This is an optimization exercise on Yosys and OpenROAD, whose aim is a short achievable clock period and few clock cycles per item, not a production implementation. The RTL was checked by simulation tests, not by an equivalence proof against the original design. No activity file was given, so power comes from the tool's default toggle rates.

File: flow/run.sh
#!/bin/bash
# synth_recipe.tcl (not shown) runs the flow's synth.tcl, then flattens the netlist and writes it again
# the make line also repeats each setting of config.mk as NAME=value (left out here)
make -C /OpenROAD-flow-scripts/flow DESIGN_CONFIG=/design/flow/config.mk WORK_HOME=/design/flow/orfs CLKGATE_MAP_FILE= SYNTH_SCRIPT=/design/flow/synth_recipe.tcl finish
File: flow/config.mk
export PLATFORM = sky130hd
export DESIGN_NAME = cpu_top
export DESIGN_NICKNAME = cpu_top
export VERILOG_FILES = /design/flow/design.v
export SDC_FILE = /design/flow/constraint.sdc
export NUM_CORES = 4
export LEC_CHECK = 0
export CAP_MARGIN = 20
export CORE_MARGIN = 2
export CORE_UTILIZATION = 35
export PLACE_DENSITY = 0.5
export SLEW_MARGIN = 20
export SYNTH_MEMORY_MAX_BITS = 8192
File: flow/constraint.sdc
create_clock -name core_clock -period 11.0 [get_ports {clk}]
set_input_delay 2.2000 -clock core_clock [delete_from_list [all_inputs] [get_ports {clk}]]
set_output_delay 2.2000 -clock core_clock [all_outputs]
set_load 0.01 [all_outputs]
File: flow/design.v
package cpu_pkg;
	localparam int DATA_W    = 16;
	localparam int ADDR_W    = 8;
	localparam int REG_IDX_W = 3;
	localparam int FLAGS_W   = 3;
	localparam int IMM_W = DATA_W - 2 - 1 - 2 - REG_IDX_W;
	localparam int FLAG_Z = 2;
	localparam int FLAG_N = 1;
	localparam int FLAG_C = 0;
	typedef enum logic [1:0] {
		R_TYPE = 2'b00,
		I_TYPE = 2'b01,
		P_TYPE = 2'b10,
		J_TYPE = 2'b11
	} itype_t;
	typedef enum logic [1:0] {
		ADD = 2'b00,
		SUB = 2'b01,
		AND = 2'b10,
		XOR = 2'b11
	} alu_op_t;
	typedef struct packed {
		itype_t               itype;
		logic                 wb;
		alu_op_t              op;
		logic [REG_IDX_W-1:0] rd;
		logic [REG_IDX_W-1:0] rs;
		logic [IMM_W-REG_IDX_W-1:0] unused;
	} instr_reg_t;
	typedef struct packed {
		itype_t               itype;
		logic                 wb;
		alu_op_t              op;
		logic [REG_IDX_W-1:0] rd;
		logic [IMM_W-1:0]     imm;
	} instr_imm_t;
	typedef union packed {
		instr_reg_t r;
		instr_imm_t i;
	} instr_u;
endpackage
`timescale 1ns/1ps
import cpu_pkg::*;
module cpu_fsm (
	input  logic            reset,
	input  cpu_pkg::itype_t i_type,
	input  logic            i_wb,
	output logic            o_imm_sel,
	output logic            o_reg_wen,
	output logic            o_flags_en,
	output logic            o_mem_we,
	output logic            o_mem_to_reg,
	output logic            o_link_sel,
	output logic            o_pc_jump,
	output logic            o_retire
);
	always_comb
	begin
		o_imm_sel    = (i_type == I_TYPE);
		o_reg_wen    = 1'b0;
		o_flags_en   = 1'b0;
		o_mem_we     = 1'b0;
		o_mem_to_reg = 1'b0;
		o_link_sel   = 1'b0;
		o_pc_jump    = 1'b0;
		o_retire     = 1'b1;
		case (i_type)
			R_TYPE, I_TYPE:
			begin
				o_reg_wen  = i_wb;
				o_flags_en = 1'b1;
			end
			P_TYPE:
			begin
				o_mem_we     = i_wb;
				o_mem_to_reg = ~i_wb;
				o_reg_wen    = ~i_wb;
			end
			default:
			begin
				o_pc_jump  = 1'b1;
				o_link_sel = i_wb;
				o_reg_wen  = i_wb;
			end
		endcase
		if (reset)
		begin
			o_reg_wen  = 1'b0;
			o_flags_en = 1'b0;
			o_mem_we   = 1'b0;
			o_retire   = 1'b0;
		end
	end
endmodule
`timescale 1ns/1ps
import cpu_pkg::*;
module reg_file #(
	parameter int NUM_REGS = 8
) (
	input  logic                          clk,
	input  logic                          reset,
	input  logic                          i_wen,
	input  logic [cpu_pkg::REG_IDX_W-1:0] i_wr_idx,
	input  logic [cpu_pkg::DATA_W-1:0]    i_wr_data,
	input  logic [cpu_pkg::REG_IDX_W-1:0] i_rd_idx_a,
	input  logic [cpu_pkg::REG_IDX_W-1:0] i_rd_idx_b,
	input  logic [cpu_pkg::REG_IDX_W-1:0] i_dbg_idx,
	output logic [cpu_pkg::DATA_W-1:0]    o_rd_data_a,
	output logic [cpu_pkg::DATA_W-1:0]    o_rd_data_b,
	output logic [cpu_pkg::DATA_W-1:0]    o_dbg_data
);
	logic [DATA_W-1:0] regs [NUM_REGS];
	always_ff @(posedge clk)
	begin
		if (reset)
		begin
			for (int i = 0; i < NUM_REGS; i++)
				regs[i] <= '0;
		end
		else if (i_wen && (i_wr_idx < NUM_REGS))
			regs[i_wr_idx] <= i_wr_data;
	end
	assign o_rd_data_a = (i_rd_idx_a < NUM_REGS) ? regs[i_rd_idx_a] : '0;
	assign o_rd_data_b = (i_rd_idx_b < NUM_REGS) ? regs[i_rd_idx_b] : '0;
	assign o_dbg_data = (i_dbg_idx < NUM_REGS) ? regs[i_dbg_idx] : '0;
endmodule
`timescale 1ns/1ps
import cpu_pkg::*;
module alu (
	input  logic                        clk,
	input  logic                        reset,
	input  cpu_pkg::alu_op_t            i_op,
	input  logic [cpu_pkg::DATA_W-1:0]  i_a,
	input  logic [cpu_pkg::DATA_W-1:0]  i_b,
	input  logic                        i_flags_en,
	output logic [cpu_pkg::DATA_W-1:0]  o_result,
	output logic [cpu_pkg::FLAGS_W-1:0] o_flags
);
	logic [DATA_W:0]    wide;
	logic [FLAGS_W-1:0] flags_d;
	always_comb
	begin
		case (i_op)
			ADD:     wide = {1'b0, i_a} + {1'b0, i_b};
			SUB:     wide = {1'b0, i_a} - {1'b0, i_b};
			AND:     wide = {1'b0, i_a & i_b};
			XOR:     wide = {1'b0, i_a ^ i_b};
			default: wide = '0;
		endcase
	end
	assign o_result = wide[DATA_W-1:0];
	always_comb
	begin
		flags_d         = '0;
		flags_d[FLAG_Z] = (o_result == '0);
		flags_d[FLAG_N] = o_result[DATA_W-1];
		flags_d[FLAG_C] = wide[DATA_W];
	end
	always_ff @(posedge clk)
	begin
		if (reset)
			o_flags <= '0;
		else if (i_flags_en)
			o_flags <= flags_d;
	end
endmodule
`timescale 1ns/1ps
module pc_unit (
	input  logic                       clk,
	input  logic                       reset,
	input  logic                       i_jump,
	input  logic [cpu_pkg::ADDR_W-1:0] i_target,
	output logic [cpu_pkg::ADDR_W-1:0] o_pc,
	output logic [cpu_pkg::ADDR_W-1:0] o_pc_plus1
);
	always_ff @(posedge clk)
	begin
		if (reset)
		begin
			o_pc       <= '0;
			o_pc_plus1 <= 8'd1;
		end
		else if (i_jump)
		begin
			o_pc       <= i_target;
			o_pc_plus1 <= i_target + 1'b1;
		end
		else
		begin
			o_pc       <= o_pc_plus1;
			o_pc_plus1 <= o_pc_plus1 + 1'b1;
		end
	end
endmodule
`timescale 1ns/1ps
import cpu_pkg::*;
module unified_mem #(
	parameter int MEM_DEPTH = 128
) (
	input  logic                       clk,
	input  logic [cpu_pkg::ADDR_W-1:0] i_f_addr,
	input  logic [cpu_pkg::ADDR_W-1:0] i_d_addr,
	input  logic                       i_we,
	input  logic [cpu_pkg::DATA_W-1:0] i_wr_data,
	input  logic                       i_load_en,
	input  logic [cpu_pkg::ADDR_W-1:0] i_load_addr,
	input  logic [cpu_pkg::DATA_W-1:0] i_load_data,
	output logic [cpu_pkg::DATA_W-1:0] o_f_data,
	output logic [cpu_pkg::DATA_W-1:0] o_d_data,
	output logic [cpu_pkg::DATA_W-1:0] o_word0
);
	localparam int IDX_W = $clog2(MEM_DEPTH);
	logic [DATA_W-1:0] mem [MEM_DEPTH];
	assign o_f_data = mem[i_f_addr[IDX_W-1:0]];
	assign o_d_data = mem[i_d_addr[IDX_W-1:0]];
	assign o_word0  = mem[0];
	always_ff @(posedge clk)
	begin
		if (i_load_en)
			mem[i_load_addr[IDX_W-1:0]] <= i_load_data;
		else if (i_we)
			mem[i_d_addr[IDX_W-1:0]] <= i_wr_data;
	end
endmodule
`timescale 1ns/1ps
import cpu_pkg::*;
module cpu_top #(
	parameter int MEM_DEPTH = 128,
	parameter int NUM_REGS  = 8
) (
	input  logic                          clk,
	input  logic                          reset,
	input  logic                          i_load_en,
	input  logic [cpu_pkg::ADDR_W-1:0]    i_load_addr,
	input  logic [cpu_pkg::DATA_W-1:0]    i_load_data,
	input  logic [cpu_pkg::REG_IDX_W-1:0] i_dbg_idx,
	output logic [cpu_pkg::DATA_W-1:0]    o_dbg_data,
	output logic [cpu_pkg::ADDR_W-1:0]    o_pc,
	output logic [cpu_pkg::FLAGS_W-1:0]   o_flags,
	output logic                          o_retire
);
	localparam int IDX_W = $clog2(MEM_DEPTH);
	cpu_pkg::instr_reg_t ir;
	logic [IMM_W-1:0] ir_imm;
	logic [DATA_W-1:0] f_data;
	logic [DATA_W-1:0] d_data;
	logic [DATA_W-1:0] word0;
	logic [DATA_W-1:0] rd_data;
	logic [DATA_W-1:0] rs_data;
	logic [DATA_W-1:0] alu_b;
	logic [DATA_W-1:0] alu_result;
	logic [DATA_W-1:0] wb_data;
	logic [ADDR_W-1:0] pc;
	logic [ADDR_W-1:0] pc_plus1;
	logic imm_sel;
	logic reg_wen;
	logic flags_en;
	logic mem_we;
	logic mem_to_reg;
	logic link_sel;
	logic pc_jump;
	logic fwd_store;
	assign fwd_store = mem_we && (rs_data[IDX_W-1:0] == pc_plus1[IDX_W-1:0]);
	always_ff @(posedge clk)
	begin
		if (reset)
		begin
			if (i_load_en && (i_load_addr[IDX_W-1:0] == '0))
				ir <= i_load_data;
			else
				ir <= word0;
		end
		else if (pc_jump)
			ir <= d_data;
		else if (fwd_store)
			ir <= rd_data;
		else
			ir <= f_data;
	end
	assign ir_imm = ir[IMM_W-1:0];
	assign alu_b = imm_sel ? {{(DATA_W-IMM_W){1'b0}}, ir_imm} : rs_data;
	always_comb
	begin
		if (link_sel)
			wb_data = {{(DATA_W-ADDR_W){1'b0}}, pc_plus1};
		else if (mem_to_reg)
			wb_data = d_data;
		else
			wb_data = alu_result;
	end
	assign o_pc = pc;
	cpu_fsm u_cpu_fsm (
		.reset        (reset),
		.i_type       (ir.itype),
		.i_wb         (ir.wb),
		.o_imm_sel    (imm_sel),
		.o_reg_wen    (reg_wen),
		.o_flags_en   (flags_en),
		.o_mem_we     (mem_we),
		.o_mem_to_reg (mem_to_reg),
		.o_link_sel   (link_sel),
		.o_pc_jump    (pc_jump),
		.o_retire     (o_retire)
	);
	reg_file #(
		.NUM_REGS (NUM_REGS)
	) u_reg_file (
		.clk         (clk),
		.reset       (reset),
		.i_wen       (reg_wen),
		.i_wr_idx    (ir.rd),
		.i_wr_data   (wb_data),
		.i_rd_idx_a  (ir.rd),
		.i_rd_idx_b  (ir.rs),
		.i_dbg_idx   (i_dbg_idx),
		.o_rd_data_a (rd_data),
		.o_rd_data_b (rs_data),
		.o_dbg_data  (o_dbg_data)
	);
	alu u_alu (
		.clk        (clk),
		.reset      (reset),
		.i_op       (ir.op),
		.i_a        (rd_data),
		.i_b        (alu_b),
		.i_flags_en (flags_en),
		.o_result   (alu_result),
		.o_flags    (o_flags)
	);
	pc_unit u_pc_unit (
		.clk        (clk),
		.reset      (reset),
		.i_jump     (pc_jump),
		.i_target   (rs_data[ADDR_W-1:0]),
		.o_pc       (pc),
		.o_pc_plus1 (pc_plus1)
	);
	unified_mem #(
		.MEM_DEPTH (MEM_DEPTH)
	) u_unified_mem (
		.clk         (clk),
		.i_f_addr    (pc_plus1),
		.i_d_addr    (rs_data[ADDR_W-1:0]),
		.i_we        (mem_we),
		.i_wr_data   (rd_data),
		.i_load_en   (i_load_en),
		.i_load_addr (i_load_addr),
		.i_load_data (i_load_data),
		.o_f_data    (f_data),
		.o_d_data    (d_data),
		.o_word0     (word0)
	);
endmodule
==> qor_table.md, run 1 <==
| Parameter | Value | Unit |
|:---|:---|:---|
| Remaining max-slew budget at the tightest pin | 0.223 | - |
| CTS H-tree depth | 4 | - |
| Avg Cell Area, Syn | 17.2 | um2 |
| Element type at the critical path end | flop | - |
| Kind of launch point of the worst setup path | flop | - |
| Unrepaired setup endpoints after global routing | false | - |
| Area of all placed cells without fillers | 121000 | um2 |
| Buffer levels on the longest clock path | 4 | - |
| Worst VDD drop | 0.253 | mV |
| Routed wire length per instance | 36.9 | um |
| Number of buffers inserted during clock tree synthesis | 240 | - |
| Post-layout nets | 6336 | - |
| Number of nets in the synthesized netlist | 6243 | - |
| Placed Area | 113000 | um2 |
| Class of the worst hold path | reg2reg | - |
| Leakage power total | 37.7 | nW |
| Result of the run | no timing/DRC/antenna violations | - |
| Number of synthesized flops with an enable pin | 2176 | - |
| Port-buffer cells | 56 | - |
| RePlAce Congestion | 0.900 | - |
| Total gr overflow | 0 | - |
| Largest net degree at the start of global routing | 130 | - |
| Vias in the first global route | 64.9k | - |
| Setup tns final | 0 | ns |
| Total chip power | 0.0372 | W |
| Hold_buf cts | 0 | - |
| Count of state elements after synthesis | 2211 | - |
| HPWL reported at the end of detailed placement | 240 | mm |
| Met3 Usage GRT | 0.0432 | - |
| Final setup violating endpoints | 0 | - |
| Power per unit of standard cell area | 308 | nW/um2 |
| Final hold viol count | 0 | - |
| I/O pin cnt | 58 | - |
| TritonCTS clock tree | done | - |
| Detailed-route wire length | 385 | mm |
| Share of the clock period used by the worst path after layout | 0.645 | - |
| Achievable frequency | 0.141 | GHz |
| Die Wd | 555 | um |
| Post-route DRC | 0 | - |
| Total track usage | 0.246 | - |
| Summed instance area of the synthesized netlist | 106000 | um2 |
| Max-cap viol count | 0 | - |
| DRT antenna net count | 0 | - |
| Final critical delay including setup and external delays | 7.10 | ns |
| Worst Clk Skew | 0.0572 | ns |
| Number of antenna violations at the first check in global routing | 30 | - |
| Wire length of the first global-routing pass | 530 | mm |
| Insertion delay of the later-clocked pin in the worst-skew pair | 0.93 | ns |
| Fraction of registers with async set/reset | 0 | - |
| Final hold slack | 0.471 | ns |
| Initial DRC count | 9197 | - |
| Clk Tree Root Cell | sky130_fd_sc_hd__clkbuf_16 | - |
| Clock sinks | 2211 | - |
| Cell count after synthesis | 6176 | - |
| Initial Utilization | 0.351 | - |
| M2 GR Usage | 0.383 | - |
| Core Area | 303000 | um2 |
| DR vias/cell | 6.25 | - |
| Highest net fanout along the worst path | 30 | - |
| Layout Utilization | 0.399 | - |
| Row Count | 202 | - |
| Die outline height | 555 | um |
| Synth warnings | 6 | - |
| Busiest layer in global routing | met2 | - |
| Die area | 308000 | um2 |
| Total setup buffers inserted after CTS | 0 | - |
| Clk slew on worst S/H paths | 0.07 | ns |
| Max-slew violation count | 0 | - |
| Area growth from synthesis to final layout | 13.6 | % |
| 1st-pass router iterations | 5 | - |
| Via count of the routed design | 65.3k | - |
| Number of different library cells in the post-synthesis netlist | 76 | - |
| Required time reported for the critical path endpoint | 11.61 | ns |
| Start-to-end type of the worst setup path | reg2reg | - |
| Slew at the pin closest to its max-slew limit | 1.14 | ns |
| Top_reg_cell synth | sky130_fd_sc_hd__edfxtp_1 | - |
| Fraction of the yosys area taken by sequential cells | 0.622 | - |
| Count of cells resized by post-cts repair | 0 | - |
| Arrival @ worst endpoint | 7.71 | ns |
| Layout cells sized above 1 | 0.290 | - |
| Met1 layer usage reported by global route | 0.338 | - |
[routing by layer]
metal	up-vias	wire [um]
li1	26000	-
met1	35200	155000
met2	3397	178000
met3	667	33100
met4	6	19000
met5	-	40
[layout by cell type, fill, tap and decap left out, drive strengths merged, types with 36 or more instances in the layout]
cell type / count
clkinv: 114
a22oi: 161
edfxtp: 2176
a21oi: 116
buf: 256
a221oi: 89
nand2: 576
clkbuf: 283
inv: 42
o21ai: 99
mux4: 1027
nor2: 326
nand3: 209
mux2i: 270
and3: 55
a32oi: 36
clkdlybuf4s50: 54
mux2: 54
a31oi: 46
ha: 36
nor3: 44
[worst max-delay path, cell delays in order, from the launching register on]
cell                       delay, ns
sky130_fd_sc_hd__dfxtp_2        0.64
sky130_fd_sc_hd__buf_4          0.45
sky130_fd_sc_hd__mux4_2         0.61
sky130_fd_sc_hd__mux2i_4        0.16
sky130_fd_sc_hd__buf_4          0.54
sky130_fd_sc_hd__nor2_1         0.08
sky130_fd_sc_hd__a21oi_1        0.25
sky130_fd_sc_hd__ha_1           0.25
sky130_fd_sc_hd__nand2_1        0.09
sky130_fd_sc_hd__nor4_1         0.58
sky130_fd_sc_hd__inv_1          0.09
sky130_fd_sc_hd__o21ai_0        0.21
sky130_fd_sc_hd__xor2_1         0.18
sky130_fd_sc_hd__ha_1           0.29
sky130_fd_sc_hd__a21o_1         0.19
sky130_fd_sc_hd__a21oi_1        0.41
sky130_fd_sc_hd__a21boi_0       0.23
sky130_fd_sc_hd__o21a_1         0.22
sky130_fd_sc_hd__or3_1          0.30
sky130_fd_sc_hd__a31o_2         0.27
sky130_fd_sc_hd__mux2i_1        0.57
sky130_fd_sc_hd__nor2_1         0.12
[area by class of cell]
cell class | count | area (um2)
clock buffers | 283 | 6210
multi-input cells | 3468 | 39100
clock inverters | 155 | 1500
inverters | 38 | 143
diodes | 6 | 15.0
repair buffers | 310 | 2690
flip-flops and latches | 2211 | 66100
well taps | 3978 | 4980
fillers | 27100 | 182000
[synth_stat cells, types with 15 or more instances]
cell | instances | share of area
sky130_fd_sc_hd__edfxtp_1 | 2176 | 0.61
sky130_fd_sc_hd__mux4_2 | 1027 | 0.22
sky130_fd_sc_hd__nand2_1 | 576 | 0.020
sky130_fd_sc_hd__nor2_1 | 325 | 0.011
sky130_fd_sc_hd__clkbuf_1 | 275 | 0.0097
sky130_fd_sc_hd__mux2i_1 | 270 | 0.025
sky130_fd_sc_hd__nand3_1 | 209 | 0.0098
sky130_fd_sc_hd__a22oi_1 | 161 | 0.011
sky130_fd_sc_hd__a21oi_1 | 115 | 0.0054
sky130_fd_sc_hd__o21ai_0 | 94 | 0.0044
sky130_fd_sc_hd__a221oi_1 | 89 | 0.0073
sky130_fd_sc_hd__buf_1 | 89 | 0.0031
sky130_fd_sc_hd__buf_2 | 63 | 0.0030
sky130_fd_sc_hd__and3_1 | 55 | 0.0032
sky130_fd_sc_hd__mux2_2 | 54 | 0.0057
sky130_fd_sc_hd__a31oi_1 | 46 | 0.0027
sky130_fd_sc_hd__nor3_1 | 44 | 0.0021
sky130_fd_sc_hd__a32oi_1 | 36 | 0.0030
sky130_fd_sc_hd__ha_1 | 36 | 0.0042
sky130_fd_sc_hd__dfxtp_1 | 35 | 0.0066
sky130_fd_sc_hd__inv_1 | 35 | 0.0012
sky130_fd_sc_hd__and4_1 | 30 | 0.0025
sky130_fd_sc_hd__nand4_1 | 25 | 0.0015
sky130_fd_sc_hd__a211oi_1 | 24 | 0.0017
sky130_fd_sc_hd__buf_4 | 22 | 0.0016
sky130_fd_sc_hd__xnor2_1 | 21 | 0.0017
sky130_fd_sc_hd__o211ai_1 | 17 | 0.0012
sky130_fd_sc_hd__nor3b_1 | 15 | 0.0011
[cell families after synthesis]
group | Yosys count | share of synthesized area
buffers and inverters | 497 | 0.0198
muxes | 1351 | 0.249
xor gates and xnor gates | 33 | 0.00272
DFF | 2211 | 0.622
and+or+nand+nor | 1352 | 0.0565
AOI/OAI and AO/OA | 695 | 0.0461
adders and majority gates | 37 | 0.00443
[registers in the layout (all words and copies together) (netlist names)]
register / count
u_reg_file.regs: 128
u_unified_mem.mem: 2048
u_pc_unit.o_pc: 8
ir: 16
u_pc_unit.o_pc_plus1: 8
u_alu.o_flags: 3
[worst paths after layout]
path / startpoint / end / slack [ns] / cells after the start
setup / recovery: ir[6] / u_reg_file.regs[4][12] / 3.90 / 21
hold / removal: u_alu.o_flags[2] / u_alu.o_flags[2] / 0.47 / 2
setup reg to reg: ir[6] / u_reg_file.regs[4][12] / 3.90 / 21
hold reg to reg: u_alu.o_flags[2] / u_alu.o_flags[2] / 0.47 / 2
[power by group]
part	internal, W	switching [W]
Sequential	0.00969	0.000296
Combinational	0.00685	0.0122
Clock	0.00466	0.00345
Total	0.0212	0.0159
[stage by stage]
| stage | instances | worst slack, ns |
|---|---|---|
| after global routing | 10400 | 3.60 |
| after detailed placement | 10000 | 4.04 |
| final | 10400 | 3.90 |
| after global placement | 10000 | 4.06 |
| after floorplan | 6176 | 1.39 |
| after CTS | 10400 | 4.02 |
Testbench counts, summed over its fixed seeds: cycles 12,800, instructions 12,800.
==> run 2, diff against run 1 <==
--- a/flow/config.mk
+++ b/flow/config.mk
@@ -7,6 +7,8 @@
 export LEC_CHECK = 0
+export ABC_CLOCK_PERIOD_IN_PS = 4000
 export CAP_MARGIN = 20
 export CORE_MARGIN = 2
-export CORE_UTILIZATION = 35
-export PLACE_DENSITY = 0.5
+export CORE_UTILIZATION = 45
+export PLACE_DENSITY = 0.6
+export SETUP_SLACK_MARGIN = 5
 export SLEW_MARGIN = 20
==> run 2 against run 1 <==
Still clean. Final area fell by 0.81%. Power is 1.5% lower. Synthesized area stayed put. Sequential power hardly changed. First-iteration DRC count is 6.3% higher. Non-clock buffer count is 34 higher. Fmax up 18%. Sequential cell count stayed put. Critical path type unchanged.
==> qor_table.md, run 2 <==
| Parameter | Value | Unit | vs previous |
|:---|:---|:---|:---|
| Initial Utilization | 0.452 | - | +0.101 |
| TritonCTS clock tree | done | - |  |
| Top_reg_cell synth | sky130_fd_sc_hd__edfxtp_1 | - |  |
| Internal power summed over all cells | 0.0211 | W | -0.69% |
| Synth warnings | 6 | - | unchanged |
| Kind of launch point of the worst setup path | flop | - |  |
| Count of state elements after synthesis | 2211 | - | unchanged |
| Cells along the critical path | buf_8, mux4_2, mux2_8, buf_6, buf_12, mux4_2, a211o_1, a21oi_1, a31oi_1, nor3b_1, nand2_1, and4_1 | - |  |
| Clk slew on worst S/H paths | 0.07 | ns | about the same |
| Worst R2R Path Depth | 12 | - | -43% |
| Cell type group with the largest total delay on the critical path | simple AND/OR/NAND/NOR gates | - |  |
| Vias in the first global route | 63.9k | - | -1.6% |
| Fraction of the yosys area taken by sequential cells | 0.622 | - | unchanged |
| R2r setup slk | 4.99 | ns | +1.09 ns |
| Max reg flops | 2048 | - | unchanged |
| Final setup violating endpoints | 0 | - | unchanged |
| Portion of total power attributed to the clock network | 0.212 | - | -0.006 |
| Most frequent cell after synthesis | sky130_fd_sc_hd__edfxtp_1 | - |  |
| Detailed-route wire length | 363 | mm | -5.8% |
| Share of the clock period used by the worst path after layout | 0.546 | - | -0.0992 |
| Most common cell after layout, fill and taps aside | sky130_fd_sc_hd__edfxtp_1 | - |  |
| Start-to-end type of the worst setup path | reg2reg | - |  |
| Via count of the routed design | 66.2k | - | +1.4% |
| Worst Clk Skew | 0.0395 | ns | -0.0177 ns |
| HP Start | u_alu.o_flags[0] | - |  |
| Commonest cells in the synthesized netlist | sky130_fd_sc_hd__edfxtp_1, sky130_fd_sc_hd__mux4_2, sky130_fd_sc_hd__nand2_1 | - |  |
| Port-buffer cells | 56 | - | unchanged |
| Insertion delay of the later-clocked pin in the worst-skew pair | 0.90 | ns | -0.03 ns |
| Number of antenna violations at the first check in global routing | 22 | - | -27% |
| Setup crit start | ir[6] | - |  |
| Routed wire length per instance | 37.7 | um | +2.2% |
| DRT antenna net count | 0 | - | unchanged |
| Clock sinks | 2211 | - | unchanged |
| Row Count | 178 | - | -12% |
| Reg-to-Reg Start | ir[6] | - |  |
| Number of cells in the design after placement | 9186 | - | -8.2% |
| Worst VDD drop | 0.285 | mV | +13% |
| Layout Utilization | 0.510 | - | +0.111 |
| Achievable frequency | 0.167 | GHz | +18% |
| Summed instance area of the synthesized netlist | 106000 | um2 | unchanged |
| Die Wd | 490 | um | -12% |
| Die area | 240000 | um2 | -22% |
| Element type at the critical path end | flop | - |  |
| DR vias/cell | 6.87 | - | +10% |
| Clk Tree Root Cell | sky130_fd_sc_hd__clkbuf_16 | - |  |
| Placed Area | 112000 | um2 | -1.0% |
| Number of nets in the synthesized netlist | 6243 | - | unchanged |
| Largest cells by area after synthesis | sky130_fd_sc_hd__edfxtp_1, sky130_fd_sc_hd__mux4_2, sky130_fd_sc_hd__mux2i_1, sky130_fd_sc_hd__nand2_1, sky130_fd_sc_hd__nor2_1 | - |  |
| Number of different library cells in the post-synthesis netlist | 76 | - | unchanged |
| Class of the worst hold path | reg2reg | - |  |
| Highest net fanout along the worst path | 74 | - | +150% |
| Power per unit of standard cell area | 306 | nW/um2 | -0.68% |
| Number of buffers inserted during clock tree synthesis | 223 | - | -7.1% |
| Switching power of the nets | 0.0155 | W | -2.5% |
| CTS H-tree depth | 4 | - | unchanged |
| Post-layout nets | 6353 | - | +0.27% |
| Total track usage | 0.296 | - | +0.0503 |
| Buffers & Inverters on Critical Path | 3 | - | unchanged |
| Leading area contributor after synthesis | sky130_fd_sc_hd__edfxtp_1 | - |  |
| Cell count after synthesis | 6176 | - | unchanged |
| Die outline height | 490 | um | -12% |
| Core Area | 235000 | um2 | -22% |
| Buffer levels on the longest clock path | 3 | - | -1 |
| Area growth from synthesis to final layout | 12.7 | % |  |
| Largest net degree at the start of global routing | 129 | - | -0.77% |
| Area share of the leading cell type in the synthesized netlist | 0.615 | - | unchanged |
| Initial DRC count | 9774 | - | +6.3% |
| Final hold viol count | 0 | - | unchanged |
| Result of the run | no timing/DRC/antenna violations | - |  |
| Most frequent CP cell | sky130_fd_sc_hd__mux4_2 | - |  |
| R2r endpoint | u_reg_file.regs[0][6] | - |  |
| Post-route DRC | 0 | - | unchanged |
| Slew at the pin closest to its max-slew limit | 1.32 | ns | +0.181 ns |
| Total gr overflow | 0 | - | unchanged |
| 1st-pass router iterations | 8 | - | +3 |
| I/O pin cnt | 58 | - | unchanged |
| Wire length of the first global-routing pass | 502 | mm | -5.5% |
| Proportion of power drawn by flip-flops and latches | 0.273 | - | +0.004 |
| Max-slew violation count | 0 | - | unchanged |
| Unrepaired setup endpoints after global routing | false | - |  |
| Setup tns final | 0 | ns | unchanged |
| Layout cells sized above 1 | 0.291 | - | +0.000523 |
| Final instance count without filler cells | 9629 | - | -7.8% |
| Area of all placed cells without fillers | 120000 | um2 | -0.81% |
| Fraction of registers with async set/reset | 0 | - | unchanged |
| Leakage power total | 37.9 | nW | +0.51% |
| Number of synthesized flops with an enable pin | 2176 | - | unchanged |
| Arrival @ worst endpoint | 6.63 | ns | -1.08 ns |
| Worst-case hold path end point | u_alu.o_flags[0] | - |  |
| Max-cap viol count | 0 | - | unchanged |
| Net Sw Frac | 0.425 | - | -0.00455 |
| Worst path slowest cell | sky130_fd_sc_hd__nor3b_1 | - |  |
| Remaining max-slew budget at the tightest pin | 0.118 | - | -0.105 |
| Required time reported for the critical path endpoint | 11.63 | ns | +0.02 ns |
| Most frequent cells in the layout | sky130_fd_sc_hd__edfxtp_1, sky130_fd_sc_hd__mux4_2, sky130_fd_sc_hd__nand2_1 | - |  |
| Final critical delay including setup and external delays | 6.01 | ns | -1.09 ns |
| Avg Cell Area, Syn | 17.2 | um2 | unchanged |
| Share of total power in combinational logic | 0.515 | - | +0.002 |
| RePlAce Congestion | 0.966 | - | +7.2% |
| Highest cell delay on the worst timing path | 0.79 | ns | +0.15 ns |
| Number of cells on the worst hold path | 2 | - | unchanged |
| HPWL reported at the end of detailed placement | 226 | mm | -5.9% |
| Total chip power | 0.0366 | W | -1.5% |
[run 2: cell types whose count changed in the layout (fill, tap and decap cells not counted), sizes merged]
cell / before / now
buf: 256 / 287
bufbuf: 0 / 1
clkbuf: 283 / 272
clkdlybuf4s50: 54 / 40
clkinv: 114 / 104
clkinvlp: 9 / 5
diode: 6 / 5
dlymetal6s2s: 0 / 13
inv: 42 / 45
[run 2: what timing repair did]
action | CTS | global route
setup endpoints to repair | 191 | 108
setup buffers | 2 | 13
endpoints found under the hold margin | 0 | 0
gates resized for setup | 40 | 35
pin swaps | 2 | 0
hold buffers | 0 | 0
gates cloned | 4 | 2
[run 2: worst register-to-register path, delay by kind of cell (launching register included)]
family | cells | cell delay, ns
buffers and inverters | 3 | 1.36
multiplexers | 3 | 1.50
AO/OA/AOI/OAI | 3 | 0.95
AND/OR/NAND/NOR | 3 | 1.43
flip-flops | 1 | 0.50
[run 2: through the flow]
stage | worst slack [ns] | hold slack (ns)
2_1_floorplan | 3.56 | 0.480
3_3_place_gp | 3.93 | 0.448
3_5_place_dp | 3.87 | 0.455
4_1_cts | 4.86 | 0.465
5_1_grt | 4.97 | 0.494
6_report | 4.99 | 0.459
[run 2: worst max-delay path by stage]
stage	end	cells after the start
6_report	u_reg_file.regs[0][6]	12
5_1_grt	u_reg_file.regs[0][15]	21
4_1_cts	o_dbg_data[2]	5
3_5_place_dp	u_reg_file.regs[7][12]	21
3_3_place_gp	u_reg_file.regs[3][12]	21
2_1_floorplan	u_unified_mem.mem[0][15]	8
[run 2: kinds of logic (layout without fill, tap and decap cells)]
logic type / after synthesis / after routing / synth area share
compound gates: 695 / 695 / 0.0461
mux: 1351 / 1351 / 0.249
fa+ha+maj: 37 / 37 / 0.00443
other cells: 0 / 5 / 0
buf+inv: 497 / 795 / 0.0198
simple gates: 1352 / 1352 / 0.0565
xor+xnor: 33 / 33 / 0.00272
flops: 2211 / 2211 / 0.622
[run 2: layout make-up]
| class | count | area [um2] |
|---|---|---|
| clock buffer | 269 | 5770 |
| sequential | 2211 | 66100 |
| inverter | 38 | 143 |
| timing repair buffer | 344 | 3190 |
| fill | 18900 | 115000 |
| antenna | 5 | 12.5 |
| multi-input combinational | 3468 | 39000 |
| tap | 3150 | 3940 |
| clock inverter | 144 | 1560 |
[run 2: power by group through the flow]
stage	logic [W]	registers [W]	clock network, W
final	0.0189	0.0100	0.00775
after global routing	0.0195	0.0100	0.00812
after CTS	0.0184	0.0100	0.00781
after detailed placement	0.0181	0.0102	0
after global placement	0.0180	0.0102	0
after floorplan	0.0117	0.00998	0
[run 2: layer usage]
metal,GRT usage,share of wire,up-vias
met5,0,0.00028,-
met1,0.407,0.37,35000
met4,0.149,0.058,14
met3,0.0645,0.11,817
met2,0.449,0.46,4349
li1,-,-,26000
==> run 3, diff against run 2 <==
--- a/flow/design.v
+++ b/flow/design.v
@@ -138,21 +138,64 @@
 );
-	logic [DATA_W:0]    wide;
+	localparam int LEVELS = $clog2(DATA_W);
+	logic              sub;
+	logic [DATA_W-1:0] b_inv;
+	logic [DATA_W-1:0] p0;
+	logic [DATA_W-1:0] g0;
+	logic [DATA_W-1:0] gp [LEVELS+1];
+	logic [DATA_W-1:0] pp [LEVELS+1];
+	logic [DATA_W:0]   carry;
+	logic [DATA_W-1:0] sum;
+	logic              zero_arith;
 	logic [FLAGS_W-1:0] flags_d;
+	assign sub   = (i_op == SUB);
+	assign b_inv = i_b ^ {DATA_W{sub}};
+	assign p0    = i_a ^ b_inv;
+	assign g0    = i_a & b_inv;
+	assign gp[0] = g0;
+	assign pp[0] = p0;
+	for (genvar k = 0; k < LEVELS; k++)
+	begin : g_level
+		for (genvar i = 0; i < DATA_W; i++)
+		begin : g_bit
+			if (i >= (1 << k))
+			begin : g_merge
+				assign gp[k+1][i] = gp[k][i] | (pp[k][i] & gp[k][i - (1 << k)]);
+				assign pp[k+1][i] = pp[k][i] & pp[k][i - (1 << k)];
+			end
+			else
+			begin : g_pass
+				assign gp[k+1][i] = gp[k][i];
+				assign pp[k+1][i] = pp[k][i];
+			end
+		end
+	end
+	assign carry[0] = sub;
+	for (genvar i = 0; i < DATA_W; i++)
+	begin : g_carry
+		assign carry[i+1] = gp[LEVELS][i] | (pp[LEVELS][i] & sub);
+	end
+	assign sum = p0 ^ carry[DATA_W-1:0];
+	assign zero_arith = (p0 == {i_a[DATA_W-2:0] | b_inv[DATA_W-2:0], sub});
 	always_comb
 	begin
+		flags_d = '0;
 		case (i_op)
-			ADD:     wide = {1'b0, i_a} + {1'b0, i_b};
-			SUB:     wide = {1'b0, i_a} - {1'b0, i_b};
-			AND:     wide = {1'b0, i_a & i_b};
-			XOR:     wide = {1'b0, i_a ^ i_b};
-			default: wide = '0;
+			ADD, SUB:
+			begin
+				o_result        = sum;
+				flags_d[FLAG_Z] = zero_arith;
+				flags_d[FLAG_C] = carry[DATA_W] ^ sub;
+			end
+			AND:
+			begin
+				o_result        = i_a & i_b;
+				flags_d[FLAG_Z] = ((i_a & i_b) == '0);
+			end
+			default:
+			begin
+				o_result        = i_a ^ i_b;
+				flags_d[FLAG_Z] = (i_a == i_b);
+			end
 		endcase
-	end
-	assign o_result = wide[DATA_W-1:0];
-	always_comb
-	begin
-		flags_d         = '0;
-		flags_d[FLAG_Z] = (o_result == '0);
 		flags_d[FLAG_N] = o_result[DATA_W-1];
-		flags_d[FLAG_C] = wide[DATA_W];
 	end
==> flow/flow/run.sh (new file) <==
#!/bin/bash
set -euo pipefail
bash standard.sh SETUP_SLACK_MARGIN=6 finish > orfs_make.log 2>&1
==> flow/standard.sh (new file) <==
#!/bin/bash
# synth_recipe.tcl (not shown) runs the flow's synth.tcl, then flattens the netlist and writes it again
# the make line also repeats each setting of config.mk as NAME=value (left out here)
make -C /OpenROAD-flow-scripts/flow DESIGN_CONFIG=/design/flow/config.mk WORK_HOME=/design/flow/orfs CLKGATE_MAP_FILE= SYNTH_SCRIPT=/design/flow/synth_recipe.tcl "${@:-finish}"
removed: flow/run.sh
==> run 3 against run 2 <==
Non-clock buffer count rose by 74. Die area rose by 1.7%. Sequential share of layout area fell by 1.5 points. Largest cell class unchanged. Worst hold slack improved by 0.038 ns. First-iteration DRC count rose by 15%. Utilization rose by 0.67 points. Highest routed layer unchanged. Critical path type is now in2out. Still clean on timing, DRC and antenna. Wire length rose by 7.4%. Via count rose by 4.0%. Clock skew rose by 0.025 ns.
==> qor_table.md, run 3 <==
| Parameter | Value | Unit | vs previous |
|:---|:---|:---|:---|
| Buffers & Inverters on Critical Path | 4 | - | +1 |
| Clk slew on worst S/H paths | 0.06 | ns | about the same |
| RePlAce Congestion | 0.927 | - | -4.0% |
| Most frequent CP cell | sky130_fd_sc_hd__buf_12 | - |  |
| Core Area | 238000 | um2 | +1.4% |
| I/O pin cnt | 58 | - | unchanged |
| Result of the run | no timing/DRC/antenna violations | - |  |
| Most frequent cell after synthesis | sky130_fd_sc_hd__edfxtp_1 | - |  |
| Cell count after synthesis | 6255 | - | +1.3% |
| Number of nets in the synthesized netlist | 6335 | - | +1.5% |
| Port-buffer cells | 56 | - | unchanged |
| Clk Tree Root Cell | sky130_fd_sc_hd__clkbuf_16 | - |  |
| Filler Cell Count | 19.1k | - | +0.95% |
| HP Start | u_alu.o_flags[1] | - |  |
| Leakage power total | 39.0 | nW | +3.1% |
| Number of different library cells in the post-synthesis netlist | 84 | - | +11% |
| Worst R2R Path Depth | 13 | - | +1 |
| Final critical delay including setup and external delays | 5.72 | ns | -0.281 ns |
| Wire length of the first global-routing pass | 534 | mm | +6.5% |
| Fraction of registers with async set/reset | 0 | - | unchanged |
| Element type at the critical path end | output pin | - |  |
| Row Count | 179 | - | +0.56% |
| Routed wire length per instance | 39.8 | um | +5.7% |
| Clock sinks | 2211 | - | unchanged |
| Achievable frequency | 0.175 | GHz | +4.9% |
| Initial DRC count | 11.2k | - | +15% |
| HPWL reported at the end of detailed placement | 235 | mm | +4.1% |
| Largest cells by area after synthesis | sky130_fd_sc_hd__edfxtp_1, sky130_fd_sc_hd__mux4_2, sky130_fd_sc_hd__mux2i_1, sky130_fd_sc_hd__nand2_1, sky130_fd_sc_hd__a22oi_1 | - |  |
| Synth warnings | 8 | - | +2 |
| Fraction of the yosys area taken by sequential cells | 0.611 | - | -0.0105 |
| Post-route DRC | 0 | - | unchanged |
| Via count of the routed design | 68.8k | - | +4.0% |
| Adder-cell share of the synthesized area | 0.00579 | - | +0.00136 |
| Number of cells in the design after placement | 9278 | - | +1.0% |
| Die outline height | 494 | um | +0.85% |
| Avg Cell Area, Syn | 17.3 | um2 | +0.43% |
| Leading area contributor after synthesis | sky130_fd_sc_hd__edfxtp_1 | - |  |
| DRT antenna net count | 0 | - | unchanged |
| Number of synthesized flops with an enable pin | 2176 | - | unchanged |
| Buffer levels on the longest clock path | 3 | - | unchanged |
| Multi-input gate area | 41100 | um2 | +5.3% |
| Final setup violating endpoints | 0 | - | unchanged |
| TritonCTS clock tree | done | - |  |
| Insertion delay of the later-clocked pin in the worst-skew pair | 0.91 | ns | about the same |
| Detailed-route wire length | 389 | mm | +7.4% |
| R2r setup slk | 5.92 | ns | +0.93 ns |
| Final instance count without filler cells | 9782 | - | +1.6% |
| Worst setup endpoint | o_dbg_data[1] | - |  |
| Worst VDD drop | 0.268 | mV | -6.1% |
| Remaining max-slew budget at the tightest pin | 0.211 | - | +0.0927 |
| Slew at the pin closest to its max-slew limit | 1.15 | ns | -0.166 ns |
| Main combinational cell family by area after synthesis | multiplexers | - |  |
| Summed instance area of the synthesized netlist | 108000 | um2 | +1.7% |
| Setup crit start | i_dbg_idx[0] | - |  |
| Die Wd | 494 | um | +0.85% |
| Share of synthesized cell area in and, or, nand and nor gates | 0.0536 | - | -0.00298 |
| Top_reg_cell synth | sky130_fd_sc_hd__edfxtp_1 | - |  |
| Most frequent cells in the layout | sky130_fd_sc_hd__edfxtp_1, sky130_fd_sc_hd__mux4_2, sky130_fd_sc_hd__nand2_1 | - |  |
| Power per unit of standard cell area | 314 | nW/um2 | +2.6% |
| Highest net fanout along the worst path | 6 | - | -92% |
| Setup tns final | 0 | ns | unchanged |
| Post-layout nets | 6496 | - | +2.3% |
| R2r endpoint | u_reg_file.regs[4][5] | - |  |
| Multiplexer share of the synthesized area | 0.255 | - | +0.00571 |
| Area occupied by registers | 66100 | um2 | unchanged |
| Commonest cells in the synthesized netlist | sky130_fd_sc_hd__edfxtp_1, sky130_fd_sc_hd__mux4_2, sky130_fd_sc_hd__nand2_1 | - |  |
| Area share of the leading cell type in the synthesized netlist | 0.605 | - | -0.0104 |
| 1st-pass router iterations | 7 | - | -1 |
| Hold_buf cts | 0 | - | unchanged |
| Number of antenna violations at the first check in global routing | 17 | - | -23% |
| Largest net degree at the start of global routing | 107 | - | -17% |
| Share of the clock period used by the worst path after layout | 0.520 | - | -0.0256 |
| Die area | 244000 | um2 | +1.7% |
| Final hold viol count | 0 | - | unchanged |
| Class of the worst hold path | reg2reg | - |  |
| CTS H-tree depth | 4 | - | unchanged |
| Final hold slack | 0.497 | ns | +0.0381 ns |
| Area growth from synthesis to final layout | 13.8 | % |  |
| Required time reported for the critical path endpoint | 8.80 | ns | -2.83 ns |
| Total gr overflow | 0 | - | unchanged |
| Arrival @ worst endpoint | 3.52 | ns | -3.11 ns |
| Total track usage | 0.315 | - | +0.0190 |
| Unrepaired setup endpoints after global routing | true | - |  |
| Count of state elements after synthesis | 2211 | - | unchanged |
| Crit path depth | 6 | - | -6 |
| Worst Setup Slack post-DPL | 4.42 | ns | +0.546 ns |
| Kind of launch point of the worst setup path | primary input | - |  |
| Number of buffers inserted during clock tree synthesis | 224 | - | +0.45% |
| XOR/XNOR Fraction of Synth Area | 0.00405 | - | +0.00133 |
| Worst Clk Skew | 0.0645 | ns | +0.0250 ns |
| Most common cell after layout, fill and taps aside | sky130_fd_sc_hd__edfxtp_1 | - |  |
| Worst path slowest cell | sky130_fd_sc_hd__mux4_2 | - |  |
| Start-to-end type of the worst setup path | in2out | - |  |
| Reg-to-Reg Start | ir[6] | - |  |
| Max-slew violation count | 0 | - | unchanged |
| Max-cap viol count | 0 | - | unchanged |
| Max reg flops | 2048 | - | unchanged |
| Vias in the first global route | 66.7k | - | +4.3% |
| Layout cells sized above 1 | 0.313 | - | +0.0224 |
| Cell type group with the largest total delay on the critical path | multiplexers | - |  |
| Cells along the critical path | buf_12, buf_16, buf_12, mux4_2, mux2_4, buf_6 | - |  |
| Highest cell delay on the worst timing path | 0.49 | ns | -0.30 ns |
| Compound-cell area share of the yosys netlist | 0.0485 | - | +0.00239 |
| DR vias/cell | 7.04 | - | +2.4% |
| Initial Utilization | 0.454 | - | +0.00133 |
| Crit path setup slack, layout | 5.28 | ns | +0.281 ns |
-- run 3: worst min-delay path by stage --
| stage | depth (start not counted) | slack [ns] | end |
|---|---|---|---|
| 2_1_floorplan | 2 | 0.48 | u_pc_unit.o_pc[7] |
| 3_3_place_gp | 2 | 0.47 | u_alu.o_flags[1] |
| 3_5_place_dp | 2 | 0.49 | u_alu.o_flags[1] |
| 4_1_cts | 2 | 0.50 | u_alu.o_flags[1] |
| 5_1_grt | 2 | 0.53 | u_alu.o_flags[2] |
| 6_report | 2 | 0.50 | u_alu.o_flags[1] |
-- run 3: per-stage QoR --
step                total power [W]   util  instance area (um2)
CTS                          0.0378  0.514               122000
finish                       0.0386  0.516               123000
global placement             0.0290  0.477               114000
detailed placement           0.0291  0.477               114000
global route                 0.0394  0.516               123000
floorplan                    0.0221      -               108000
-- run 3: kinds of logic (layout without fill, tap and decap cells) --
group / count (synthesis) / after routing
flip-flops: 2211 / 2211
multiplexers: 1402 / 1404
AND/OR/NAND/NOR: 1271 / 1271
AO/OA/AOI/OAI: 721 / 722
buffers and inverters: 550 / 894
adder cells (fa/ha/maj): 50 / 50
XOR/XNOR: 50 / 50
other: 0 / 13
-- run 3: layer usage --
metal	GRT usage	part of all wire
met4	0.160	0.058
met5	0	0.000069
met1	0.426	0.36
met2	0.476	0.46
met3	0.0806	0.12
-- run 3: layout make-up --
| cell class | instances | area share |
|---|---|---|
| sequential | 2211 | 0.537 |
| multi-input combinational | 3497 | 0.334 |
| clock buffer | 278 | 0.0476 |
| timing repair buffer | 418 | 0.0364 |
| tap | 3167 | 0.0322 |
| clock inverter | 134 | 0.0104 |
| inverter | 64 | 0.00197 |
| antenna | 13 | 0.000264 |
-- run 3: tightest hold or removal path, stage by stage (launching register included) --
cell and delay (ns):
sky130_fd_sc_hd__dfxtp_1 0.32, sky130_fd_sc_hd__mux2i_1 0.07, sky130_fd_sc_hd__nor2_1 0.07
-- run 3: where the power goes --
group / internal (W) / switching [W]
Sequential: 0.00967 / 0.000256
Combinational: 0.00798 / 0.0131
Clock: 0.00420 / 0.00336
-- run 3: repair_timing --
action | 4_1_cts | 5_1_grt
resized for setup | 255 | 44
cloned | 19 | 4
endpoints found under the setup margin | 2712 | 737
pin swaps | 20 | 8
setup buffers | 32 | 23
Testbench counts of run 3, summed over its fixed seeds: cycles 12,800, instructions 12,800.
==> run 4, diff against run 3 <==
--- a/flow/design.v
+++ b/flow/design.v
@@ -124,3 +124,48 @@
 	assign o_rd_data_b = (i_rd_idx_b < NUM_REGS) ? regs[i_rd_idx_b] : '0;
-	assign o_dbg_data = (i_dbg_idx < NUM_REGS) ? regs[i_dbg_idx] : '0;
+	logic [NUM_REGS-1:0]        dbg_sel;
+	logic [NUM_REGS*DATA_W-1:0] regs_flat;
+	always_comb
+	begin
+		for (int i = 0; i < NUM_REGS; i++)
+			regs_flat[i*DATA_W +: DATA_W] = regs[i];
+	end
+	dbg_decode #(
+		.NUM_REGS (NUM_REGS)
+	) u_dbg_decode (
+		.i_idx (i_dbg_idx),
+		.o_sel (dbg_sel)
+	);
+	dbg_and_or #(
+		.NUM_REGS (NUM_REGS)
+	) u_dbg_and_or (
+		.i_sel  (dbg_sel),
+		.i_regs (regs_flat),
+		.o_data (o_dbg_data)
+	);
+endmodule
+module dbg_decode #(
+	parameter int NUM_REGS = 8
+) (
+	input  logic [cpu_pkg::REG_IDX_W-1:0] i_idx,
+	output logic [NUM_REGS-1:0]           o_sel
+);
+	always_comb
+	begin
+		for (int i = 0; i < NUM_REGS; i++)
+			o_sel[i] = (i_idx == i);
+	end
+endmodule
+module dbg_and_or #(
+	parameter int NUM_REGS = 8
+) (
+	input  logic [NUM_REGS-1:0]                 i_sel,
+	input  logic [NUM_REGS*cpu_pkg::DATA_W-1:0] i_regs,
+	output logic [cpu_pkg::DATA_W-1:0]          o_data
+);
+	always_comb
+	begin
+		o_data = '0;
+		for (int i = 0; i < NUM_REGS; i++)
+			o_data = o_data | (i_regs[i*cpu_pkg::DATA_W +: cpu_pkg::DATA_W] & {cpu_pkg::DATA_W{i_sel[i]}});
+	end
 endmodule
--- a/flow/config.mk
+++ b/flow/config.mk
@@ -14,2 +14,3 @@
 export SLEW_MARGIN = 20
+export SYNTH_HIERARCHICAL = 1
 export SYNTH_MEMORY_MAX_BITS = 8192
==> run 4 against run 3 <==
Clock power rose by 1%. Synthesized area shrank 0.99%. Non-clock buffer count is 40 lower. Cell count down 12%. Die area is 0.99% lower. Global-route usage shrank 3.9 points. Critical endpoint is now o_dbg_data[5]. Largest power group unchanged.
==> qor_table.md, run 4 <==
| Parameter | Value | Unit | vs previous |
|:---|:---|:---|:---|
| HP Start | u_alu.o_flags[0] | - |  |
| DRT antenna net count | 0 | - | unchanged |
| Worst R2R Path Depth | 15 | - | +2 |
| Top_reg_cell synth | sky130_fd_sc_hd__edfxtp_1 | - |  |
| Leakage power total | 37.5 | nW | -4.0% |
| Crit path setup slack, layout | 5.40 | ns | +0.125 ns |
| Reg-to-Reg Start | ir[7] | - |  |
| Start-to-end type of the worst setup path | in2out | - |  |
| Final instance count without filler cells | 8650 | - | -12% |
| Number of cells on the worst hold path | 2 | - | unchanged |
| Leading area contributor after synthesis | sky130_fd_sc_hd__edfxtp_1 | - |  |
| Fraction of the yosys area taken by sequential cells | 0.617 | - | +0.00613 |
| Number of cells in the design after placement | 8094 | - | -13% |
| Number of nets in the synthesized netlist | 5169 | - | -18% |
| Multi-input gate area | 40000 | um2 | -2.7% |
| HPWL reported at the end of detailed placement | 195 | mm | -17% |
| Slew at the pin closest to its max-slew limit | 1.12 | ns | -0.0341 ns |
| Share of the clock period used by the worst path after layout | 0.509 | - | -0.0113 |
| Worst Clk Skew | 0.0482 | ns | -0.0163 ns |
| Largest cells by area after synthesis | sky130_fd_sc_hd__edfxtp_1, sky130_fd_sc_hd__mux4_2, sky130_fd_sc_hd__mux4_1, sky130_fd_sc_hd__mux2_2, sky130_fd_sc_hd__clkbuf_1 | - |  |
| Number of different library cells in the post-synthesis netlist | 81 | - | -3.6% |
| Detailed-route wire length | 337 | mm | -14% |
| Hold_buf cts | 0 | - | unchanged |
| Result of the run | no timing/DRC/antenna violations | - |  |
| Initial Utilization | 0.451 | - | -0.00238 |
| Most frequent cells in the layout | sky130_fd_sc_hd__edfxtp_1, sky130_fd_sc_hd__mux4_2, sky130_fd_sc_hd__clkbuf_16 | - |  |
| Commonest cells in the synthesized netlist | sky130_fd_sc_hd__edfxtp_1, sky130_fd_sc_hd__mux4_2, sky130_fd_sc_hd__clkbuf_1 | - |  |
| Post-route DRC | 0 | - | unchanged |
| Kind of launch point of the worst setup path | primary input | - |  |
| Buffer levels on the longest clock path | 3 | - | unchanged |
| Setup tns final | 0 | ns | unchanged |
| Most frequent cell after synthesis | sky130_fd_sc_hd__edfxtp_1 | - |  |
| Area occupied by registers | 66100 | um2 | about the same |
| Count of state elements after synthesis | 2211 | - | unchanged |
| CTS H-tree depth | 4 | - | unchanged |
| Area share of the leading cell type in the synthesized netlist | 0.611 | - | +0.00607 |
| RePlAce Congestion | 0.850 | - | -8.4% |
| 1st-pass router iterations | 5 | - | -2 |
| Vias in the first global route | 59.1k | - | -11% |
| Die Wd | 492 | um | -0.49% |
| Initial DRC count | 8324 | - | -26% |
| I/O pin cnt | 58 | - | unchanged |
| Final critical delay including setup and external delays | 5.60 | ns | -0.125 ns |
| Worst-case hold path end point | u_alu.o_flags[0] | - |  |
| Remaining max-slew budget at the tightest pin | 0.254 | - | +0.0431 |
| Post-layout nets | 5360 | - | -17% |
| Summed instance area of the synthesized netlist | 107000 | um2 | -0.99% |
| Class of the worst hold path | reg2reg | - |  |
| Synth warnings | 16 | - | +8 |
| TritonCTS clock tree | done | - |  |
| Number of buffers inserted during clock tree synthesis | 227 | - | +1.3% |
| Final hold viol count | 0 | - | unchanged |
| R2r endpoint | u_reg_file.regs[7][0] | - |  |
| Arrival @ worst endpoint | 3.40 | ns | -0.12 ns |
| Filler Cell Count | 18.4k | - | -3.4% |
| Largest net degree at the start of global routing | 102 | - | -4.7% |
| Clk slew on worst S/H paths | 0.06 | ns | about the same |
| Most common cell after layout, fill and taps aside | sky130_fd_sc_hd__edfxtp_1 | - |  |
| Total gr overflow | 0 | - | unchanged |
| Cell count after synthesis | 5088 | - | -19% |
| Highest net fanout along the worst path | 8 | - | +2 |
| Die outline height | 492 | um | -0.49% |
| Total track usage | 0.277 | - | -0.0386 |
| Number of antenna violations at the first check in global routing | 39 | - | +22 |
| Number of synthesized flops with an enable pin | 2176 | - | unchanged |
| Row Count | 179 | - | unchanged |
| Port-buffer cells | 56 | - | unchanged |
| Worst Setup Slack post-DPL | 3.90 | ns | -0.519 ns |
| Unrepaired setup endpoints after global routing | true | - |  |
| Power per unit of standard cell area | 307 | nW/um2 | -2.0% |
| Worst VDD drop | 0.250 | mV | -6.8% |
| Achievable frequency | 0.179 | GHz | +2.2% |
| Max-cap viol count | 0 | - | unchanged |
| Routed wire length per instance | 38.9 | um | -2.2% |
| Clk Tree Root Cell | sky130_fd_sc_hd__clkbuf_16 | - |  |
| Required time reported for the critical path endpoint | 8.80 | ns | about the same |
| Insertion delay of the later-clocked pin in the worst-skew pair | 0.90 | ns | about the same |
| Wire length of the first global-routing pass | 466 | mm | -13% |
| DR vias/cell | 6.83 | - | -3.0% |
| Layout cells sized above 1 | 0.438 | - | +0.124 |
| Final setup violating endpoints | 0 | - | unchanged |
| Element type at the critical path end | output pin | - |  |
| R2r setup slk | 6.00 | ns | +0.08 ns |
| Fraction of registers with async set/reset | 0 | - | unchanged |
| Clock sinks | 2211 | - | unchanged |
| Max-slew violation count | 0 | - | unchanged |
| Core Area | 237000 | um2 | -0.47% |
| Avg Cell Area, Syn | 21.0 | um2 | +22% |
| Via count of the routed design | 59.0k | - | -14% |
| Max reg flops | 2048 | - | unchanged |
| Area growth from synthesis to final layout | 13.9 | % | about the same |
| Die area | 242000 | um2 | -0.99% |
[run 4: cell types whose count changed in the layout (fill, tap and decap cells not counted), moves of 59 or more]
cell / delta
sky130_fd_sc_hd__mux4_2: +287
sky130_fd_sc_hd__a221oi_1: -60
sky130_fd_sc_hd__buf_4: -59
sky130_fd_sc_hd__nand3_1: -138
sky130_fd_sc_hd__nand2_1: -514
sky130_fd_sc_hd__a21oi_1: -110
sky130_fd_sc_hd__nor3_1: +82
sky130_fd_sc_hd__a22oi_1: -110
sky130_fd_sc_hd__mux2i_1: -247
[run 4: power by group]
part | internal, W | total, W | switching [W]
Sequential | 0.00964 | 0.00982 | 0.000181
Combinational | 0.00873 | 0.0200 | 0.0113
Clock | 0.00429 | 0.00764 | 0.00335
Total | 0.0227 | 0.0375 | 0.0148
[run 4: stage by stage]
step                      power, W  hold slack (ns)   util  cell area (um2)
after floorplan             0.0220            0.494      -           107000
after global placement      0.0284            0.491  0.472           112000
after detailed placement    0.0283            0.489  0.473           112000
after CTS                   0.0369            0.498  0.511           121000
after global routing        0.0385            0.540  0.514           122000
final                       0.0375            0.495  0.514           122000
[run 4: logic make-up after synthesis]
logic type,after synthesis,synth area share
buffers and inverters,486,0.0212
adder cells (fa/ha/maj),51,0.00596
XOR/XNOR,54,0.00442
AO/OA/AOI/OAI,228,0.0154
flip-flops,2211,0.617
AND/OR/NAND/NOR,516,0.0237
multiplexers,1542,0.312
[run 4: per-module statistics from Yosys, one instance, submodules excluded, a selection]
| module | times used | cell area, um2 |
|---|---|---|
| pc_unit | 1 | 636 |
| alu | 1 | 2320 |
| cpu_fsm | 1 | 75.1 |
| cpu_top | 1 | 1640 |
[run 4: cell type report]
cell class,instances,area share
sequential,2211,0.542
multi-input combinational,2399,0.328
antenna,8,0.000164
clock buffer,268,0.0480
tap,3167,0.0325
timing repair buffer,378,0.0356
inverter,62,0.00209
clock inverter,157,0.0116
[run 4: worst max-delay path by stage]
stage	start	end	slack, ns	cells after the start
after floorplan	i_dbg_idx[2]	o_dbg_data[10]	5.86	5
after global placement	i_dbg_idx[0]	o_dbg_data[5]	3.92	5
after detailed placement	i_dbg_idx[0]	o_dbg_data[5]	3.90	5
after CTS	i_dbg_idx[2]	o_dbg_data[3]	5.41	8
after global routing	i_dbg_idx[2]	o_dbg_data[5]	5.34	7
final	i_dbg_idx[2]	o_dbg_data[5]	5.40	7
[run 4: critical path, cell delays in order]
cell and delay (ns):
sky130_fd_sc_hd__buf_12 0.12, sky130_fd_sc_hd__nor3b_4 0.17, sky130_fd_sc_hd__buf_6 0.13, sky130_fd_sc_hd__buf_6 0.12, sky130_fd_sc_hd__a22oi_2 0.17, sky130_fd_sc_hd__nand4_1 0.25
sky130_fd_sc_hd__buf_2 0.24
[run 4: per-layer routing]
layer	up-vias	wire, um	GRT usage
met5	-	133	0
met4	18	14600	0.111
met3	546	31500	0.0572
met2	3057	159000	0.429
met1	32500	131000	0.386
li1	22900	-	-
[run 4: what timing repair did]
| action | CTS | global route |
|---|---|---|
| gates resized for setup | 234 | 69 |
| setup endpoints to repair | 1028 | 430 |
| pin swaps | 28 | 23 |
| buffers inserted | 77 | 13 |
| cloned | 22 | 9 |
Testbench counts of run 4, summed over its fixed seeds: cycles 12,800, instructions 12,800.
==> run 5, diff against run 4 <==
--- a/flow/design.v
+++ b/flow/design.v
@@ -124,4 +124,42 @@
 	assign o_rd_data_b = (i_rd_idx_b < NUM_REGS) ? regs[i_rd_idx_b] : '0;
-	logic [NUM_REGS-1:0]        dbg_sel;
-	logic [NUM_REGS*DATA_W-1:0] regs_flat;
+	dbg_regs #(
+		.NUM_REGS (NUM_REGS)
+	) u_dbg_regs (
+		.clk        (clk),
+		.reset      (reset),
+		.i_wen      (i_wen),
+		.i_wr_idx   (i_wr_idx),
+		.i_wr_data  (i_wr_data),
+		.i_dbg_idx  (i_dbg_idx),
+		.o_dbg_data (o_dbg_data)
+	);
+endmodule
+module dbg_regs #(
+	parameter int NUM_REGS = 8
+) (
+	input  logic                          clk,
+	input  logic                          reset,
+	input  logic                          i_wen,
+	input  logic [cpu_pkg::REG_IDX_W-1:0] i_wr_idx,
+	input  logic [cpu_pkg::DATA_W-1:0]    i_wr_data,
+	input  logic [cpu_pkg::REG_IDX_W-1:0] i_dbg_idx,
+	output logic [cpu_pkg::DATA_W-1:0]    o_dbg_data
+);
+	localparam int W      = cpu_pkg::DATA_W;
+	localparam int HALF_W = W / 2;
+	logic [W-1:0]               copy [NUM_REGS];
+	logic [NUM_REGS-1:0]        sel_lo;
+	logic [NUM_REGS-1:0]        sel_hi;
+	logic [NUM_REGS*HALF_W-1:0] copy_lo;
+	logic [NUM_REGS*HALF_W-1:0] copy_hi;
+	always_ff @(posedge clk)
+	begin
+		if (reset)
+		begin
+			for (int i = 0; i < NUM_REGS; i++)
+				copy[i] <= '0;
+		end
+		else if (i_wen && (i_wr_idx < NUM_REGS))
+			copy[i_wr_idx] <= i_wr_data;
+	end
 	always_comb
@@ -129,23 +167,41 @@
 		for (int i = 0; i < NUM_REGS; i++)
-			regs_flat[i*DATA_W +: DATA_W] = regs[i];
+		begin
+			copy_lo[i*HALF_W +: HALF_W] = copy[i][HALF_W-1:0];
+			copy_hi[i*HALF_W +: HALF_W] = copy[i][W-1:HALF_W];
+		end
 	end
-	dbg_decode #(
-		.NUM_REGS (NUM_REGS)
-	) u_dbg_decode (
+	onehot_dec #(
+		.IDX_W (cpu_pkg::REG_IDX_W)
+	) u_dec_lo (
 		.i_idx (i_dbg_idx),
-		.o_sel (dbg_sel)
+		.o_sel (sel_lo)
 	);
-	dbg_and_or #(
-		.NUM_REGS (NUM_REGS)
-	) u_dbg_and_or (
-		.i_sel  (dbg_sel),
-		.i_regs (regs_flat),
-		.o_data (o_dbg_data)
+	onehot_dec #(
+		.IDX_W (cpu_pkg::REG_IDX_W)
+	) u_dec_hi (
+		.i_idx (i_dbg_idx),
+		.o_sel (sel_hi)
+	);
+	onehot_mux #(
+		.N (NUM_REGS),
+		.W (HALF_W)
+	) u_mux_lo (
+		.i_sel  (sel_lo),
+		.i_data (copy_lo),
+		.o_data (o_dbg_data[HALF_W-1:0])
+	);
+	onehot_mux #(
+		.N (NUM_REGS),
+		.W (HALF_W)
+	) u_mux_hi (
+		.i_sel  (sel_hi),
+		.i_data (copy_hi),
+		.o_data (o_dbg_data[W-1:HALF_W])
 	);
 endmodule
-module dbg_decode #(
-	parameter int NUM_REGS = 8
+module onehot_dec #(
+	parameter int IDX_W = 3
 ) (
-	input  logic [cpu_pkg::REG_IDX_W-1:0] i_idx,
-	output logic [NUM_REGS-1:0]           o_sel
+	input  logic [IDX_W-1:0]      i_idx,
+	output logic [(1<<IDX_W)-1:0] o_sel
 );
@@ -153,3 +209,3 @@
 	begin
-		for (int i = 0; i < NUM_REGS; i++)
+		for (int i = 0; i < (1 << IDX_W); i++)
 			o_sel[i] = (i_idx == i);
@@ -157,8 +213,9 @@
 endmodule
-module dbg_and_or #(
-	parameter int NUM_REGS = 8
+module onehot_mux #(
+	parameter int N = 8,
+	parameter int W = 16
 ) (
-	input  logic [NUM_REGS-1:0]                 i_sel,
-	input  logic [NUM_REGS*cpu_pkg::DATA_W-1:0] i_regs,
-	output logic [cpu_pkg::DATA_W-1:0]          o_data
+	input  logic [N-1:0]   i_sel,
+	input  logic [N*W-1:0] i_data,
+	output logic [W-1:0]   o_data
 );
@@ -167,4 +224,4 @@
 		o_data = '0;
-		for (int i = 0; i < NUM_REGS; i++)
-			o_data = o_data | (i_regs[i*cpu_pkg::DATA_W +: cpu_pkg::DATA_W] & {cpu_pkg::DATA_W{i_sel[i]}});
+		for (int i = 0; i < N; i++)
+			o_data = o_data | (i_data[i*W +: W] & {W{i_sel[i]}});
 	end
==> flow/flow/run.sh (replaced) <==
#!/bin/bash
set -euo pipefail
bash standard.sh SETUP_SLACK_MARGIN=6 IO_CONSTRAINTS="$PWD/flow/io.tcl" finish > orfs_make.log 2>&1
==> flow/flow/io.tcl (new file) <==
# keep the debug port pins (index in, data out) together on one edge, so the
# combinational path between them stays short
set dbg_pins {}
foreach p [list i_dbg_idx o_dbg_data] {
  foreach bt [[ord::get_db_block] getBTerms] {
    if {[string match "${p}\\\[*" [$bt getName]]} { lappend dbg_pins [$bt getName] }
  }
}
puts "dbg pins: $dbg_pins"
set_io_pin_constraint -pin_names $dbg_pins -region right:* -group
--- a/flow/config.mk
+++ b/flow/config.mk
@@ -10,4 +10,4 @@
 export CORE_MARGIN = 2
-export CORE_UTILIZATION = 45
-export PLACE_DENSITY = 0.6
+export CORE_UTILIZATION = 50
+export PLACE_DENSITY = 0.72
 export SETUP_SLACK_MARGIN = 5
==> run 5 against run 4 <==
Sequential cell count increased by 128. Largest power group unchanged. Still clean on timing, DRC and antenna. Synthesized cell count up 6.6%. Highest routed layer unchanged. Largest cell class unchanged. Critical path depth decreased by 1.
==> qor_table.md, run 5 <==
| Parameter | Value | Unit | vs previous |
|:---|:---|:---|:---|
| Result of the run | no timing/DRC/antenna violations | - |  |
| Layout cells sized above 1 | 0.454 | - | +0.0162 |
| Leakage power total | 40.4 | nW | +7.7% |
| Count of state elements after synthesis | 2339 | - | +5.8% |
| Top_reg_cell synth | sky130_fd_sc_hd__edfxtp_1 | - |  |
| Worst Clk Skew | 0.0491 | ns | +0.000854 ns |
| Most frequent cells in the layout | sky130_fd_sc_hd__edfxtp_1, sky130_fd_sc_hd__mux4_2, sky130_fd_sc_hd__buf_4 | - |  |
| Internal power summed over all cells | 0.0245 | W | +8.0% |
| Most common cell after layout, fill and taps aside | sky130_fd_sc_hd__edfxtp_1 | - |  |
| Setup tns final | 0 | ns | unchanged |
| Final instance count without filler cells | 8857 | - | +2.4% |
| Area share of the leading cell type in the synthesized netlist | 0.619 | - | +0.00820 |
| Share of the clock period used by the worst path after layout | 0.505 | - | -0.00438 |
| Number of nets in the synthesized netlist | 5504 | - | +6.5% |
| Port-buffer cells | 56 | - | unchanged |
| DR vias/cell | 7.31 | - | +7.1% |
| Clk Tree Root Cell | sky130_fd_sc_hd__clkbuf_16 | - |  |
| Via count of the routed design | 64.8k | - | +9.7% |
| Insertion delay of the later-clocked pin in the worst-skew pair | 0.90 | ns | about the same |
| Final hold viol count | 0 | - | unchanged |
| Avg Cell Area, Syn | 20.6 | um2 | -2.0% |
| Total track usage | 0.303 | - | +0.0262 |
| Met1 wire length | 121 | mm | -7.4% |
[run 5: changes by cell type after synthesis, moves of 8 or more]
cell	delta
sky130_fd_sc_hd__buf_1	+9
sky130_fd_sc_hd__buf_6	-13
sky130_fd_sc_hd__clkbuf_1	+30
sky130_fd_sc_hd__edfxtp_1	+128
sky130_fd_sc_hd__nand4b_1	+16
sky130_fd_sc_hd__nand4bb_1	+16
sky130_fd_sc_hd__nor2_1	+128
sky130_fd_sc_hd__o21bai_1	+8
[run 5: layer usage]
| layer | GRT usage | vias to the layer above |
|---|---|---|
| li1 | - | 24200 |
| met1 | 0.414 | 34700 |
| met2 | 0.458 | 5035 |
| met3 | 0.0805 | 851 |
| met4 | 0.145 | 18 |
| met5 | 0 | - |
[run 5: layout make-up]
type / count / area, um2 / area share
diodes: 21 / 52.6 / 0.000406
clock buffers: 274 / 5900 / 0.0456
clock inverters: 137 / 1280 / 0.00990
inverters: 62 / 362 / 0.00279
multi-input cells: 2583 / 42400 / 0.328
flip-flops and latches: 2339 / 69900 / 0.540
well taps: 2975 / 3720 / 0.0288
repair buffers: 466 / 5790 / 0.0447
[run 5: cells by family (layout without fill, tap and decap cells)]
group	Yosys count	after routing	share of synthesized area
flops	2339	2339	0.625
other cells	0	21	0
mux	1542	1551	0.299
buf+inv	511	939	0.0202
simple gates	690	691	0.0310
compound gates	236	236	0.0150
xor+xnor	54	54	0.00423
fa+ha+maj	51	51	0.00571
[run 5: worst max-delay path: stages]
cell                      delay, ns
sky130_fd_sc_hd__buf_16        0.12
sky130_fd_sc_hd__and3b_2       0.30
sky130_fd_sc_hd__buf_6         0.15
sky130_fd_sc_hd__a22oi_2       0.10
sky130_fd_sc_hd__nand4_1       0.24
sky130_fd_sc_hd__buf_2         0.23
[run 5: power groups by stage]
stage               clock network (W)  logic, W  registers (W)
finish                        0.00770    0.0228         0.0105
CTS                           0.00771    0.0209         0.0105
global placement                    0    0.0182         0.0107
detailed placement                  0    0.0183         0.0107
floorplan                           0    0.0123         0.0105
global route                  0.00806    0.0232         0.0105
[run 5: final timing paths]
check / from / endpoint / depth (start not counted)
min: u_alu.o_flags[0] / u_alu.o_flags[0] / 2
max: i_dbg_idx[0] / o_dbg_data[3] / 6
min reg2reg: u_alu.o_flags[0] / u_alu.o_flags[0] / 2
max reg2reg: ir[5] / u_reg_file.regs[3][5] / 19
[run 5: per-module statistics from Yosys (local to each module, per instance), a selection]
module | times used | cells | cell area [um2]
cpu_top | 1 | 223 | 1640
alu | 1 | 300 | 2270
pc_unit | 1 | 63 | 636
cpu_fsm | 1 | 11 | 75.1
[run 5: stage by stage]
step | util | cell area, um2 | setup WS (ns)
after floorplan | - | 112000 | 5.93
after global placement | 0.525 | 117000 | 3.79
after detailed placement | 0.525 | 117000 | 3.67
after CTS | 0.573 | 127000 | 5.45
after global routing | 0.582 | 129000 | 5.42
final | 0.582 | 129000 | 5.45
[run 5: what timing repair did]
| item | CTS | global route |
|---|---|---|
| gates resized for setup | 415 | 254 |
| hold buffers | 0 | 0 |
| gates cloned | 52 | 13 |
| pin swaps | 89 | 109 |
| setup endpoints to repair | 2220 | 298 |
| hold endpoints to repair | 0 | 0 |
| setup buffers | 98 | 27 |
Testbench counts of run 5, summed over its fixed seeds: cycles 12,800, instructions 12,800.
